What follows belongs to an exercise in optimizing a design on an open flow for small area, a short achievable clock period and few clock cycles; a production flow would make more cautious choices. Only simulation tests tie the RTL to the original design; equivalence was not proved.

// rv_muldiv
module rv_muldiv #(
  parameter int g_width = 32
) (
  input  logic               clk_i,
  input  logic               rst_n_i,
  input  logic               x_stall_i,
  input  logic               x_kill_i,
  input  logic               d_valid_i,
  input  logic               d_is_muldiv_i,
  input  logic [2:0]         d_fun_i,
  input  logic [g_width-1:0] d_rs1_i,
  input  logic [g_width-1:0] d_rs2_i,
  output logic               x_stall_req_o,
  output logic [g_width-1:0] x_rd_o,
  output logic               x_done_o
);
  localparam int NS = rv_defs::NumStates;
  logic [NS-1:0] st_q, st_d;       
  logic [32:0]   a_q, a_d;         
  logic [31:0]   l_q, l_d;         
  logic [39:0]   h_q, h_d;         
  logic [11:0]   bsel_q, bsel_d;   
  logic [4:0]    cnt_q, cnt_d;
  logic [2:0]    osel_q, osel_d;   
  logic          neg_q, neg_d, corr_q, corr_d;
  logic          busy_q;           
  logic          load, start;
  assign load  = d_valid_i & d_is_muldiv_i & st_q[rv_defs::S_IDLE];
  assign start = load & rst_n_i & ~x_kill_i;
  function automatic logic [11:0] booth_dec(logic [8:0] x);
    logic [3:0] one, two, neg;
    for (int j = 0; j < 4; j++) begin
      one[j] = x[2*j] ^ x[2*j+1];
      two[j] = (x[2*j+2] & ~x[2*j+1] & ~x[2*j]) | (~x[2*j+2] & x[2*j+1] & x[2*j]);
  ...
For scale: ~3,400 cells after synthesis, roughly 130 flip-flops, roughly 0.023 mm2 of cells after synthesis.
Settings: LEC_CHECK=0, ABC_AREA=1, CAP_MARGIN=20, CORE_MARGIN=2, CORE_UTILIZATION=45, PLACE_DENSITY=0.8, SETUP_SLACK_MARGIN=5.0, SLEW_MARGIN=20; clock period 10.0 ns.
standard.sh (not shown) runs the stock make flow with config.mk's settings and CLKGATE_MAP_FILE= SYNTH_SCRIPT=/design/flow/synth_recipe.tcl, a recipe that flattens the netlist after the stock synthesis.
==> flow/flow/run.sh <==
#!/bin/bash
set -euo pipefail
export BUFFER_PORTS_ARGS="-buffer_cell sky130_fd_sc_hd__buf_2"
bash standard.sh finish > standard_run.log 2>&1
The first run went through all stages and came out clean.
Testbench counts at the start, summed over its fixed seeds: cycles 21,105.
Rerun with:
--- a/flow/config.mk
+++ b/flow/config.mk
@@ -11,3 +11,3 @@
 export CORE_UTILIZATION = 45
-export PLACE_DENSITY = 0.8
+export PLACE_DENSITY = 0.75
 export SETUP_SLACK_MARGIN = 5.0
Outcome:
- global-route usage climbs by 1.5 points
- design area stays flat
- register-to-register slack gets better by 0.03 ns
- wire length climbs by a few percent
- non-clock buffer count drops by 7
- clock-buffer cell count drops by 1
- critical path depth drops by 9
- worst setup slack gets better by 0.028 ns


Another version of the RTL of rv_muldiv (not shown whole).
For scale: ~3,500 cells after synthesis, roughly 130 flip-flops, about 110 I/O pins, about 22,000 um^2 of cells after synthesis.
Settings: LEC_CHECK=0, ABC_AREA=1, CAP_MARGIN=20, CORE_MARGIN=2, CORE_UTILIZATION=45, PLACE_DENSITY=0.75, SETUP_SLACK_MARGIN=5.0, SLEW_MARGIN=20, TNS_END_PERCENT=10; clock period 10.0 ns.
Scripts as last shown in full above: flow/flow/run.sh
Testbench counts at the start, summed over its fixed seeds: cycles 21,290.
Rerun with:
==> flow/flow/run.sh (replaced) <==
#!/bin/bash
set -euo pipefail
export BUFFER_PORTS_ARGS="-buffer_cell sky130_fd_sc_hd__buf_2"
bash standard.sh SETUP_SLACK_MARGIN=5.3 finish > standard_run.log 2>&1
Settings changed: TNS_END_PERCENT 10 to unset.
Global-route usage rises by 1.0 points.
Via count rises by 3.2%.
Die area does not change.
Critical path depth does not change.
Worst setup slack is better by 0.13 ns.
Cell area rises by 9.0%.
Final cell count rises by 2.9%.


== job 7235 ==
rv_muldiv again, from the RTL that the note above started with.
==> flow/config.mk <==
export PLATFORM = sky130hd
export DESIGN_NAME = rv_muldiv
export DESIGN_NICKNAME = rv_muldiv
export VERILOG_FILES = /design/flow/design.v
export SDC_FILE = /design/flow/constraint.sdc
export NUM_CORES = 4
export LEC_CHECK = 0
export ABC_AREA = 1
export CAP_MARGIN = 20
export CORE_MARGIN = 2
export CORE_UTILIZATION = 45
export PLACE_DENSITY = 0.88
export SETUP_SLACK_MARGIN = 4.8
export SLEW_MARGIN = 20
==> flow/constraint.sdc <==
create_clock -name core_clock -period 10.0 [get_ports {clk_i}]
set_input_delay 2.0000 -clock core_clock [delete_from_list [all_inputs] [get_ports {clk_i}]]
set_output_delay 2.0000 -clock core_clock [all_outputs]
set_load 0.01 [all_outputs]
==> flow/flow/run.sh <==
#!/bin/bash
set -euo pipefail
export BUFFER_PORTS_ARGS="-buffer_cell sky130_fd_sc_hd__buf_2"
bash standard.sh finish > standard_run.log 2>&1
Testbench counts of job 7235, summed over its fixed seeds: cycles 21,290.
Modified inputs, job 7350 compared to job 7235
- swapping 4.8 for 5.0 in SETUP_SLACK_MARGIN
- swapping 0.88 for 0.75 in PLACE_DENSITY
==> flow/flow/run.sh <==
#!/bin/bash
set -euo pipefail
export BUFFER_PORTS_ARGS="-buffer_cell sky130_fd_sc_hd__buf_1"
bash standard.sh finish > standard_run.log 2>&1
[summary]
- Critical path startpoint: bsel_q[5] -> job 7235, a_q[23] -> job 7350
- The first-iteration DRC count number comes out lower for job 7350 vs job 7235.
- Job 7350 against job 7235: wire length of the first global-routing pass shrank by about 0.7%, detailed route wirelength on metal2 shows an increase of about 0.33%.
### job 7350 -> job 1162
- SETUP_SLACK_MARGIN: 5.0 -> 4.8
- ABC_AREA: 1 -> unset
==> flow/flow/run.sh <==
#!/bin/bash
set -euo pipefail
export BUFFER_PORTS_ARGS="-buffer_cell sky130_fd_sc_hd__buf_2"
bash standard.sh finish > standard_run.log 2>&1
Job 7350 was carried through to the last stage, and its layout satisfied the timing, design-rule and antenna checks.
Job 1162 reached the final stage; the timing, design-rule and antenna checks on its layout passed.
NOTE: total routing resource utilization after global routing in job 1162 exceeds that of job 7350
Of job 1162 and job 7350, it is job 1162 that has the higher transition time at the pin with the least slew margin.
Looking at simple-gate portion of the synthesized area, job 1162 sits below job 7350.
Job 1162: share of final-layout standard cells stronger than drive strength 1 is 15 points higher than what job 7350 reported.
Going from job 7350 to job 1162, wire length of the first global-routing pass shrank by a few percent.
Stage delay of the slowest cell on the critical path came out lower on job 1162 than on job 7350.
Compared with job 7350, job 1162 supports a lower clock frequency.
Going from job 7350 to job 1162, detail-routed via count per cell grew by more than 10%.


oak:
Another version of the RTL of rv_muldiv (not shown whole).
Size: about 130 flip-flops, about 110 I/O pins, ~22000 µm² of cells after synthesis.
==> flow/config.mk <==
export PLATFORM = sky130hd
export DESIGN_NAME = rv_muldiv
export DESIGN_NICKNAME = rv_muldiv
export VERILOG_FILES = /design/flow/design.v
export SDC_FILE = /design/flow/constraint.sdc
export NUM_CORES = 4
export LEC_CHECK = 0
export ABC_AREA = 1
export CAP_MARGIN = 20
export CORE_MARGIN = 2
export CORE_UTILIZATION = 45
export SETUP_SLACK_MARGIN = 4.4
export SLEW_MARGIN = 20
==> flow/constraint.sdc <==
create_clock -name core_clock -period 10.0 [get_ports {clk_i}]
set_input_delay 2.0000 -clock core_clock [delete_from_list [all_inputs] [get_ports {clk_i}]]
set_output_delay 2.0000 -clock core_clock [all_outputs]
set_load 0.01 [all_outputs]
==> flow/flow/run.sh <==
#!/bin/bash
set -euo pipefail
export BUFFER_PORTS_ARGS="-buffer_cell sky130_fd_sc_hd__buf_2"
bash standard.sh finish > standard_run.log 2>&1
oak completed; timing, DRC and antenna clean
Testbench counts of oak, summed over its fixed seeds: cycles 21,290.
What pine does differently from oak at the input level:
# oak
export LEC_CHECK = 0
export ABC_AREA = 1
export CAP_MARGIN = 20
export CORE_MARGIN = 2
export CORE_UTILIZATION = 45
export SETUP_SLACK_MARGIN = 4.4
export SLEW_MARGIN = 20
create_clock -name core_clock -period 10.0 [get_ports {clk_i}]
# pine
export LEC_CHECK = 0
export ABC_AREA = 1
export CAP_MARGIN = 20
export CORE_MARGIN = 2
export CORE_UTILIZATION = 45
export CTS_BUF_LIST = sky130_fd_sc_hd__clkbuf_4 sky130_fd_sc_hd__clkbuf_8
export SETUP_SLACK_MARGIN = 4.8
export SLEW_MARGIN = 20
create_clock -name core_clock -period 10.0 [get_ports {clk_i}]
[summary]
- Global-route wire length before repair ends up higher on pine.
- Total wire length is higher on pine
- Re peak clock frequency supported by timing: oak was lower than pine.


## job 2845
RTL: one of the versions met above, not the one the previous note started from.
Size: about 130 flip-flops, roughly 110 I/O pins, about 22000 sq um of cells after synthesis.
Settings: LEC_CHECK=0, ABC_AREA=1, CAP_MARGIN=20, CORE_MARGIN=2, CORE_UTILIZATION=45, PLACE_DENSITY=0.65, SETUP_SLACK_MARGIN=4.8, SLEW_MARGIN=20; clock period 10.0 ns.
Scripts as last shown in full above: flow/flow/run.sh
Job 2845: no failed stages, no open violations at the end
Testbench counts of job 2845, summed over its fixed seeds: cycles 21,290.
Edits applied to the flow inputs when going from job 2845 to job 6844:
Settings: PLACE_DENSITY: 0.65 -> unset.
Results
- met2 wire length sits higher in job 6844 than in job 2845.
- Going from job 2845 to job 6844, final instance area grows by 0.99%.
- Between job 6844 and job 2845, the routed wire length is higher for job 6844.
- ~same area taken by flip-flops and latches in job 6844 and job 2845
- Between job 2845 and job 6844, the number of cells after detailed placement figures differ only marginally.
- Compared with job 2845, job 6844 shows global-route usage higher by 3.9 points.
- On relative area change from synthesis to final layout, the higher figure sits with job 6844, not job 2845.
- Number of buffers inserted during clock tree synthesis came out exactly the same in job 6844 and job 2845.
- In the final design statistics, job 6844 uses more standard cells in total than job 2845.
Inputs modified between job 6844 and job 9493:
Settings: SETUP_SLACK_MARGIN changed from 4.8 to 5.0; PLACE_DENSITY newly set to 0.75.
[summary]
Transition time at the pin with the least slew margin: job 9493 and job 6844 compared, higher one is job 9493
The cell with the largest stage delay on the worst path comes out sky130_fd_sc_hd__fa_1 in one run and sky130_fd_sc_hd__edfxtp_1 in the other, namely in job 6844 and job 9493 respectively.
For cell area after placement, job 9493 and job 6844 come out practically identical.
Of job 9493 and job 6844, job 6844 shows the lower first-iteration DRC count, with job 9493 above it.


## main
rv_muldiv with an RTL version that a note above also has.
Size in the first run: about 3400 cells after synthesis, roughly 130 flip-flops.
export LEC_CHECK = 0
export ABC_AREA = 1
export CAP_MARGIN = 20
export CORE_MARGIN = 2
export CORE_UTILIZATION = 45
export SETUP_SLACK_MARGIN = 5.0
export SLEW_MARGIN = 20
create_clock -name core_clock -period 10.0 [get_ports {clk_i}]
Scripts as last shown in full above: flow/flow/run.sh
Testbench counts of main, summed over its fixed seeds: cycles 21,290.
diff inputs: main => the feature branch
- SETUP_SLACK_MARGIN now 4.8, was 5.0
--- outcome ---
- The total wire length of the feature branch is lower than that of main.
- The global-route track usage on met2 reported for the feature branch is smaller than that of main by 0.53 points.
- In the metrics for main and the feature branch, the one carrying the higher final area is main.
- Reported for main and the feature branch, clock tree buffer depth turned out identical to the last digit.

## separate check: timing with driven ports
In the flow no input, the clock included, has a driving cell. The finished layouts below were timed again as built, in two steps.
Step 1, drivers: a clkbuf_16 drives clk_i and a buf_2 each remaining input, both assumed.
Step 2 adds t to the input delays and takes it off the output delays; t is the mean of the earliest and latest rising clock arrival at the registers after step 1. Input paths then give back, and output paths get back, about the clock's delay inside the block.
Slacks: ideal ports / drivers / drivers and shift; pairs: ideal ports / drivers.
run	t (ns)	setup slack, ns	worst hold slack (ns)
the first run of note 1	0.522	5.048 / 5.024 / 4.746	0.568 / 0.568 / 0.568
the second run of note 1	0.527	5.076 / 5.019 / 4.724	0.578 / 0.578 / 0.578
the first run of note 2	0.545	4.924 / 4.867 / 5.000	0.593 / 0.593 / 0.593
the second run of note 2	0.536	5.049 / 4.994 / 5.136	0.600 / 0.600 / 0.600
job 7235	0.534	4.799 / 4.799 / 4.799	0.572 / 0.572 / 0.572
job 7350	0.518	5.021 / 4.965 / 5.021	0.578 / 0.578 / 0.578
job 1162	0.508	4.390 / 4.335 / 4.295	0.579 / 0.579 / 0.579
oak	0.546	4.582 / 4.516 / 4.591	0.502 / 0.502 / 0.502
pine	0.608	4.827 / 4.765 / 4.884	0.506 / 0.506 / 0.506
job 2845	0.532	4.842 / 4.842 / 4.842	0.572 / 0.572 / 0.572
job 6844	0.554	4.843 / 4.843 / 4.843	0.614 / 0.614 / 0.614
job 9493	0.544	5.033 / 4.975 / 5.060	0.595 / 0.595 / 0.595
main	0.538	4.963 / 4.930 / 4.963	0.502 / 0.502 / 0.502
the feature branch	0.540	4.866 / 4.800 / 4.931	0.509 / 0.509 / 0.509
After both steps every run listed still meets setup and hold. The setup slack of the second run of note 1, which loses most, moves by -0.057 ns with the drivers and by -0.352 ns with both steps.
